What follows belongs to an exercise in optimizing a design on an open flow for small area, a short achievable clock period and few clock cycles; a production flow would make more cautious choices.
In this exercise RTL edits were held to simulation tests only and were not proved equivalent to the original.
No activity file was given, so power comes from the tool's default toggle rates.

`flow/config.mk`:
```
export PLATFORM = sky130hd
export DESIGN_NAME = software_timer_table_top
export DESIGN_NICKNAME = software_timer_table_top
export VERILOG_FILES = /design/flow/design.v
export SDC_FILE = /design/flow/constraint.sdc
export NUM_CORES = 4
export LEC_CHECK = 0
export CAP_MARGIN = 20
export CORE_MARGIN = 2
export CORE_UTILIZATION = 40
export SLEW_MARGIN = 20
```
`flow/constraint.sdc`:
```
create_clock -name core_clock -period 7.0 [get_ports {clk}]
set_input_delay 1.4000 -clock core_clock [delete_from_list [all_inputs] [get_ports {clk}]]
set_output_delay 1.4000 -clock core_clock [all_outputs]
set_load 0.01 [all_outputs]
```
`flow/design.v`:
```
package stt_pkg;
  localparam int SLOTS = 16;
  localparam int QD    = 3;    
  localparam logic [1:0] OP_ADD    = 2'd0;
  localparam logic [1:0] OP_CANCEL = 2'd1;
  localparam logic [1:0] OP_TICK   = 2'd2;
  localparam logic [1:0] OP_NONE   = 2'd3;
endpackage
module stt_cell (
  input  logic        clk,
  input  logic        rst_n,
  input  logic        add_sel,     
  input  logic        tick,        
  input  logic        cancel,      
  input  logic [15:0] cancel_id,
  input  logic [23:0] ivl_in,
  input  logic        per_in,
  input  logic        rn_in,
  input  logic [15:0] new_id,
  output logic        valid,
  output logic        exp,         
  output logic [15:0] id
);
  logic [23:0] rem_r, ivl_r;
  logic        per_r;
  logic        zero;
  assign zero = (rem_r == 24'd0);
  assign exp  = valid && zero;
  always_ff @(posedge clk) begin
    if (!rst_n)                          valid <= 1'b0;
    else if (add_sel)                    valid <= 1'b1;
    else if (tick && exp && !per_r)      valid <= 1'b0;
    else if (cancel && id == cancel_id)  valid <= 1'b0;
    if (add_sel) begin
      id    <= new_id;
      ivl_r <= ivl_in;
      per_r <= per_in;
    end
    if (add_sel)   rem_r <= rn_in ? 24'd0 : ivl_in;
    else if (tick) rem_r <= zero ? ivl_r : rem_r - 24'd1;
  end
endmodule
module software_timer_table_top (
  input  logic          clk,
  input  logic          rst_n,
  input  logic          in_valid,
  output logic          in_ready,
  input  logic [43:0]   in_data,
  output logic          out_valid,
  input  logic          out_ready,
  output logic [18:0]   out_data
);
  localparam int SLOTS = stt_pkg::SLOTS;
  localparam int QD    = stt_pkg::QD;
  localparam int CW    = $clog2(QD + 1);
  logic [1:0]  op;
  logic [23:0] ivl_in;
  logic        per_in, rn_in;
  logic [15:0] cid_in;
  assign op     = in_data[43:42];
  assign ivl_in = in_data[41:18];
  assign per_in = in_data[17];
  assign rn_in  = in_data[16];
  assign cid_in = in_data[15:0];
  logic [15:0]      next_id_r;
  logic             out_valid_r;
  logic [18:0]      out_data_r;
  logic [CW-1:0]    qcnt_r;
  logic [QD-1:0]    qtick_r;            
  logic [16:0]      qpay_r [QD];        
  logic [SLOTS-1:0] valid_vec, exp_vec, first_free, add_sel, pend;
  logic [15:0]      ids [SLOTS];
  logic             acc, is_add, is_tick, is_cancel, lock, any_free;
  always_comb begin
    first_free = '0;
    for (int i = SLOTS - 1; i >= 0; i--)
      if (!valid_vec[i]) first_free = SLOTS'(1) << i;
  end
  assign any_free = !(&valid_vec);
  always_comb begin
    pend = '0;
    for (int k = 0; k < QD; k++)
      if (CW'(k) < qcnt_r && qtick_r[k]) pend = pend | qpay_r[k][SLOTS-1:0];
  end
  assign lock = |(first_free & pend);
  assign in_ready  = (qcnt_r < CW'(QD)) && !lock;
  assign acc       = in_valid && in_ready;
  assign is_add    = acc && (op == stt_pkg::OP_ADD);
  assign is_tick   = acc && (op == stt_pkg::OP_TICK);
  assign is_cancel = acc && (op == stt_pkg::OP_CANCEL);
  assign add_sel   = is_add ? first_free : '0;
  for (genvar g = 0; g < SLOTS; g++) begin : g_slot
    stt_cell u_slot (
      .clk      (clk),
      .rst_n    (rst_n),
      .add_sel  (add_sel[g]),
      .tick     (is_tick),
      .cancel   (is_cancel),
      .cancel_id(cid_in),
      .ivl_in   (ivl_in),
      .per_in   (per_in),
      .rn_in    (rn_in),
      .new_id   (next_id_r),
      .valid    (valid_vec[g]),
      .exp      (exp_vec[g]),
      .id       (ids[g])
    );
  end
  logic             head_tick, head_from_q;
  logic [SLOTS-1:0] smask, slow;
  logic [15:0]      sid;
  logic             slast;
  assign head_from_q = (qcnt_r != '0);
  assign smask = head_from_q ? qpay_r[0][SLOTS-1:0] : exp_vec;
  assign slow  = smask & (~smask + SLOTS'(1));
  assign slast = (smask == slow);
  always_comb begin
    sid = '0;
    for (int i = 0; i < SLOTS; i++) if (slow[i]) sid = sid | ids[i];
  end
  logic        in_has;
  logic        in_tick;
  logic [16:0] in_pay;
  assign in_has  = is_add || (is_tick && |exp_vec);
  assign in_tick = !is_add;
  assign in_pay  = is_add ? {any_free ? next_id_r : 16'd0, !any_free} : {1'b0, exp_vec};
  logic             out_free;
  logic             out_valid_nxt;
  logic [18:0]      out_data_nxt;
  logic [CW-1:0]    qcnt_nxt;
  logic [QD-1:0]    qtick_nxt;
  logic [16:0]      qpay_nxt [QD];
  logic             pop, push;
  logic             push_tick;
  logic [16:0]      push_pay;
  logic [CW-1:0]    wpos;
  assign out_free = !out_valid_r || out_ready;
  always_comb begin
    out_valid_nxt = out_valid_r && !out_ready;
    out_data_nxt  = out_data_r;
    pop       = 1'b0;
    push      = in_has;
    push_tick = in_tick;
    push_pay  = in_pay;
    qtick_nxt = qtick_r;
    for (int k = 0; k < QD; k++) qpay_nxt[k] = qpay_r[k];
    if (out_free) begin
      if (head_from_q) begin
        out_valid_nxt = 1'b1;
        if (qtick_r[0]) begin
          out_data_nxt = {1'b1, sid, 1'b0, slast};
          pop          = slast;
          qpay_nxt[0]  = qpay_r[0] & ~{1'b0, slow};
        end else begin
          out_data_nxt = {1'b0, qpay_r[0][16:1], qpay_r[0][0], 1'b1};
          pop          = 1'b1;
        end
      end else if (in_has) begin
        out_valid_nxt = 1'b1;
        if (is_add) begin
          out_data_nxt = {1'b0, in_pay[16:1], in_pay[0], 1'b1};
          push         = 1'b0;
        end else begin
          out_data_nxt = {1'b1, sid, 1'b0, slast};
          push         = !slast;
          push_pay     = {1'b0, exp_vec & ~slow};
        end
      end
    end
    if (pop) begin
      for (int k = 0; k < QD - 1; k++) begin
        qtick_nxt[k] = qtick_r[k+1];
        qpay_nxt[k]  = qpay_r[k+1];
      end
    end
    wpos = qcnt_r - CW'(pop);
    if (push) begin
      for (int k = 0; k < QD; k++) begin
        if (wpos == CW'(k)) begin
          qtick_nxt[k] = push_tick;
          qpay_nxt[k]  = push_pay;
        end
      end
    end
    qcnt_nxt = wpos + CW'(push);
  end
  always_ff @(posedge clk) begin
    if (!rst_n) begin
      next_id_r   <= '0;
      out_valid_r <= 1'b0;
      qcnt_r      <= '0;
    end else begin
      if (is_add && any_free) next_id_r <= next_id_r + 16'd1;
      out_valid_r <= out_valid_nxt;
      qcnt_r      <= qcnt_nxt;
    end
    out_data_r <= out_data_nxt;
    qtick_r    <= qtick_nxt;
    for (int k = 0; k < QD; k++) qpay_r[k] <= qpay_nxt[k];
  end
  assign out_valid = out_valid_r;
  assign out_data  = out_data_r;
endmodule
```
`flow/run.sh`:
```
#!/bin/bash
# synth_recipe.tcl (not shown) runs the flow's synth.tcl, then flattens the netlist and writes it again
# the make line also repeats each setting of config.mk as NAME=value (left out here)
make -C /OpenROAD-flow-scripts/flow DESIGN_CONFIG=/design/flow/config.mk WORK_HOME=/design/flow/orfs CLKGATE_MAP_FILE= SYNTH_SCRIPT=/design/flow/synth_recipe.tcl finish
```
==> run summary <==
-- power by group --
part           internal (uW)  total (uW)  switching, uW
clock                   3670        6430           2760
sequential              7900        8270            369
combinational           1070        3010           1940
-- cells by family (layout without fill, tap and decap cells) --
group / count (synthesis) / count (layout)
AO/OA/AOI/OAI: 1144 / 1144
flip-flops: 1148 / 1148
XOR/XNOR: 503 / 503
other: 0 / 6
adder cells (fa/ha/maj): 22 / 22
AND/OR/NAND/NOR: 1505 / 1505
buffers and inverters: 378 / 542
multiplexers: 80 / 80
-- state kept, by name, indices dropped and copies added, names as in the netlist --
signal	count
next_id_r	16
out_valid_r	1
g_slot.u_slot.per_r	16
qtick_r	3
qpay_r	51
g_slot.u_slot.ivl_r	384
g_slot.u_slot.rem_r	384
out_data_r	19
g_slot.u_slot.valid	16
g_slot.u_slot.id	256
qcnt_r	2
-- final cells by class --
class | instances | area (um2) | area share [%]
multi-input combinational | 3254 | 21000 | 33.2
antenna | 6 | 15.0 | 0.0238
sequential | 1148 | 33800 | 53.4
inverter | 85 | 320 | 0.507
timing repair buffer | 235 | 1870 | 2.96
clock inverter | 69 | 683 | 1.08
tap | 1876 | 2350 | 3.71
clock buffer | 153 | 3220 | 5.09
-- metrics by stage --
step           setup slack, ps  cells  hold WS (ps)  utilization [%]  power [uW]
3_3_place_gp              1010   6596           530             42.5       11300
6_report                   732   6826           564             45.4       17700
4_1_cts                    854   6818           568             45.3       17700
3_5_place_dp               892   6596           551             42.5       11300
2_1_floorplan              506   4780           494                -       10000
5_1_grt                    423   6820           588             45.4       18200
-- cells in the mapped netlist (32+ instances only) --
cell / instances
sky130_fd_sc_hd__or3_1: 113
sky130_fd_sc_hd__or4_1: 54
sky130_fd_sc_hd__nand2_1: 351
sky130_fd_sc_hd__a22oi_1: 55
sky130_fd_sc_hd__o211ai_1: 302
sky130_fd_sc_hd__inv_1: 83
sky130_fd_sc_hd__nor2_1: 245
sky130_fd_sc_hd__nand3_1: 106
sky130_fd_sc_hd__and3_1: 32
sky130_fd_sc_hd__mux2i_1: 55
sky130_fd_sc_hd__nand4_1: 44
sky130_fd_sc_hd__nand2b_1: 55
sky130_fd_sc_hd__o21ai_0: 443
sky130_fd_sc_hd__nor4_1: 168
sky130_fd_sc_hd__nor3_1: 161
sky130_fd_sc_hd__xnor2_1: 138
sky130_fd_sc_hd__a21oi_1: 125
sky130_fd_sc_hd__xor2_1: 365
sky130_fd_sc_hd__and2_1: 37
sky130_fd_sc_hd__edfxtp_1: 1077
sky130_fd_sc_hd__clkbuf_1: 246
sky130_fd_sc_hd__dfxtp_1: 71
-- layer usage --
layer | up-vias | GRT usage (%) | routed length (um)
li1 | 18480 | - | -
met1 | 20756 | 38.0 | 79500
met2 | 2367 | 40.2 | 85300
met3 | 363 | 4.14 | 20100
met4 | 4 | 9.38 | 7110
met5 | - | 0 | 33
-- worst max-delay path by stage --
stage                                        endpoint  slack [ps]                                  from  cells after the start
global placement                 qpay_r[1][8]$_DFF_P_        1010  g_slot[0].u_slot.rem_r[16]$_DFFE_PP_                     12
finish                          qpay_r[1][10]$_DFF_P_         730  g_slot[0].u_slot.rem_r[16]$_DFFE_PP_                     12
CTS                             qpay_r[1][10]$_DFF_P_         850  g_slot[0].u_slot.rem_r[16]$_DFFE_PP_                     12
detailed placement               qpay_r[1][8]$_DFF_P_         890  g_slot[0].u_slot.rem_r[14]$_DFFE_PP_                     12
floorplan           g_slot[15].u_slot.id[0]$_DFFE_PP_         510                              in_valid                      9
global route                     qpay_r[1][8]$_DFF_P_         420  g_slot[0].u_slot.rem_r[14]$_DFFE_PP_                     12
-- cells in the final DEF, fill, tap and decap left out, types with 24 or more instances in the layout --
cell,count
sky130_fd_sc_hd__xnor2_1,138
sky130_fd_sc_hd__clkdlybuf4s50_1,51
sky130_fd_sc_hd__nor4_1,161
sky130_fd_sc_hd__nor2_1,241
sky130_fd_sc_hd__nand3_1,103
sky130_fd_sc_hd__inv_1,75
sky130_fd_sc_hd__mux2_2,25
sky130_fd_sc_hd__clkbuf_16,121
sky130_fd_sc_hd__or2_2,30
sky130_fd_sc_hd__nand2_1,337
sky130_fd_sc_hd__buf_4,165
sky130_fd_sc_hd__clkinv_2,27
sky130_fd_sc_hd__nand4_1,44
sky130_fd_sc_hd__or3_1,113
sky130_fd_sc_hd__and3_1,32
sky130_fd_sc_hd__o21ai_0,443
sky130_fd_sc_hd__xor2_1,365
sky130_fd_sc_hd__and2_1,37
sky130_fd_sc_hd__or4_1,54
sky130_fd_sc_hd__edfxtp_1,1077
sky130_fd_sc_hd__a21oi_1,124
sky130_fd_sc_hd__o31ai_1,24
sky130_fd_sc_hd__a222oi_1,24
sky130_fd_sc_hd__o211ai_1,302
sky130_fd_sc_hd__mux2i_1,55
sky130_fd_sc_hd__dfxtp_1,71
sky130_fd_sc_hd__a22oi_1,55
sky130_fd_sc_hd__nor3_1,157
sky130_fd_sc_hd__clkbuf_1,24
sky130_fd_sc_hd__nand2b_1,54
-- worst max-delay path: stages, from the launching register on --
cell	delay, ps
sky130_fd_sc_hd__edfxtp_1	410
sky130_fd_sc_hd__or4_1	590
sky130_fd_sc_hd__nor3b_1	800
sky130_fd_sc_hd__nand4_1	680
sky130_fd_sc_hd__nand3_1	670
sky130_fd_sc_hd__or3_1	460
sky130_fd_sc_hd__a21oi_1	80
sky130_fd_sc_hd__o221ai_1	430
sky130_fd_sc_hd__o31ai_4	120
sky130_fd_sc_hd__ha_1	220
sky130_fd_sc_hd__xor2_1	370
sky130_fd_sc_hd__a2111o_1	860
sky130_fd_sc_hd__mux2_2	410
==> load_flow_metrics.sql <==
INSERT INTO impl_metrics (metric_group, metric, value, unit) VALUES
('run_status', 'outcome', 'timing/DRC/antenna clean', ''),
('worst_setup_path', 'critical_path.endpoint_type', 'flop', ''),
('synth', 'synthesized_area_divided_by_synthesized_cell_count', '11.7', 'um2'),
('detailed_routing', 'drt_iter0_drc', '6275', ''),
('synth', 'synth-compound-area-share', '13.2', '%'),
('worst_setup_path', 'timing.rr.start', 'g_slot[0].u_slot.rem_r[16]$_DFFE_PP_', ''),
('floorplan', 'die-area', '143000', 'um2'),
('placed_design', 'post_dp_cell_area', '59200', 'um2'),
('synth', 'ys_types', '78', ''),
('worst_setup_path', 'timing.critical_path.required', '7600', 'ps'),
('floorplan', 'core_outline_area', '139000', 'um2'),
('synth', 'yosys-mux-area-fraction', '1.49', '%'),
('floorplan', 'num_rows', '137', ''),
('power', 'vdd_ir_drop_max', '0.245', 'mV'),
('worst_hold_path', 'hold-path-endpoint', 'g_slot[3].u_slot.rem_r[21]$_DFFE_PP_', ''),
('finish', 'fillers', '12739', ''),
('floorplan', 'initial_core_util', '40.2', '%'),
('grt', 'gr-usage-all-layers', '26.4', '%'),
('finish', 'post_route_cells_drive_above_1_share', '9.91', '%'),
('power', 'power.density_cell_area', '280', 'nW/um2'),
('floorplan', 'fp.dieH', '378', 'um'),
('cts', 'clock_sinks', '1148', ''),
('synth', 'synth_edf_count', '1077', ''),
('worst_setup_path', 'critPathArrivalTime', '6870', 'ps'),
('synth', 'synth.cell_area', '56000', 'um2'),
('detailed_routing', 'num_vias', '41970', ''),
('worst_hold_path', 'min_delay_worst_type', 'reg2reg', ''),
('finish', 'finalNetCount', '4914', ''),
('worst_setup_path', 'critical_path.startpoint_type', 'flop', ''),
('power', 'cellLeakagePower', '0.0203', 'uW'),
('synth', 'synth_top_area_share', '57.8', '%'),
('worst_setup_path', 'rrSetupSlack', '730', 'ps'),
('cts', 'cts_max_path_buffers', '3', ''),
('placed_design', 'dp_hpwl', '123000', 'um'),
('timing', 'timing_max_transition_violations_final', '0', ''),
('detailed_routing', 'wire_per_inst', '28.1', 'um'),
('synth', 'post_synth_and_or_nand_nor_area_fraction', '14.0', '%'),
('grt', 'first_global_vias', '38683', ''),
('placed_design', 'gpl.final_weighted_congestion', '0.942', ''),
('synth', 'synth.ff_latch_count', '1148', ''),
('timing', 'fin_setup_tns', '0', 'ps'),
('grt', 'first_pass_grt_wire_length', '275000', 'um'),
('timing', 'final-setup-viol-count', '0', ''),
('synth', 'post_synth_inst_count', '4780', ''),
('worst_setup_path', 'worst_r2r_path_depth', '12', ''),
('detailed_routing', 'via_per_inst', '6.15', ''),
('worst_hold_path', 'holdPathStages', '2', ''),
('synth', 'synth_xor_area_share', '7.87', '%'),
('synth', 'postSynth.asyncResetShare', '0', '%'),
('cts', 'clk_latency', '730', 'ps'),
('synth', 'dominant_combinational_cell_family_by_area_after_synthesis', 'simple AND/OR/NAND/NOR gates', ''),
('cts', 'cts-buffers-inserted', '120', ''),
('worst_setup_path', 'timing_worst_setup_path_type', 'reg2reg', ''),
('detailed_routing', 'post-route-drc-count', '0', ''),
('worst_setup_path', 'r2r_end', 'qpay_r[1][10]$_DFF_P_', ''),
('worst_setup_path', 'crit_fanout', '18', ''),
('floorplan', 'top_level_ports', '69', ''),
('grt', 'antenna_violations_before_repair', '23', ''),
('cts', 'cts.root.buffer_cell', 'sky130_fd_sc_hd__clkbuf_16', ''),
('detailed_routing', 'finalWirelength', '192000', 'um'),
('cts', 'post_cts_buffers', '0', ''),
('timing', 'rsz0062_at_grt', 'no', ''),
('floorplan', 'die-width', '378', 'um'),
('timing', 'worstMarginPinSlew', '1230', 'ps'),
('worst_hold_path', 'hold_path_startpoint', 'g_slot[3].u_slot.ivl_r[21]$_DFFE_PP_', ''),
('synth', 'seq_area_frac_synth', '60.3', '%'),
('synth', 'yosysWarnings', '7', ''),
('timing', 'timing.final.hold_violations', '0', ''),
('finish', 'final_cell_area', '63200', 'um2'),
('timing', 'max_clock_freq', '0.160', 'GHz'),
('job', 'timing.max_cap.violations', '0', '');
Testbench counts, summed over its fixed seeds: cycles 15,999.

==> afterwards: timing with drivers on the ports <==
In the flow no input, the clock included, has a driving cell. The finished layout below was timed again as built, in two steps. Step 1, drivers: a clkbuf_16 drives clk and a buf_2 each remaining input, both assumed. Step 2 moves the port delays by t, midway between the first and last clock arrival at a register: inputs arrive t later, outputs are due t later. That takes back most of the time a late clock gives input paths. Slacks: ideal ports / drivers / drivers and shift; pairs: ideal ports / drivers.
t, ns: 0.796
setup slack, ns: 0.732 / 0.732 / 0.732
hold slack, ns: 0.564 / 0.564 / 0.564
worst setup path at the end: register to register
worst slew at a driven data input, ns: 0.05
After both steps setup and hold are still met in this run. The setup slack of this run moves by 0.000 ns with the drivers and by 0.000 ns with both steps.
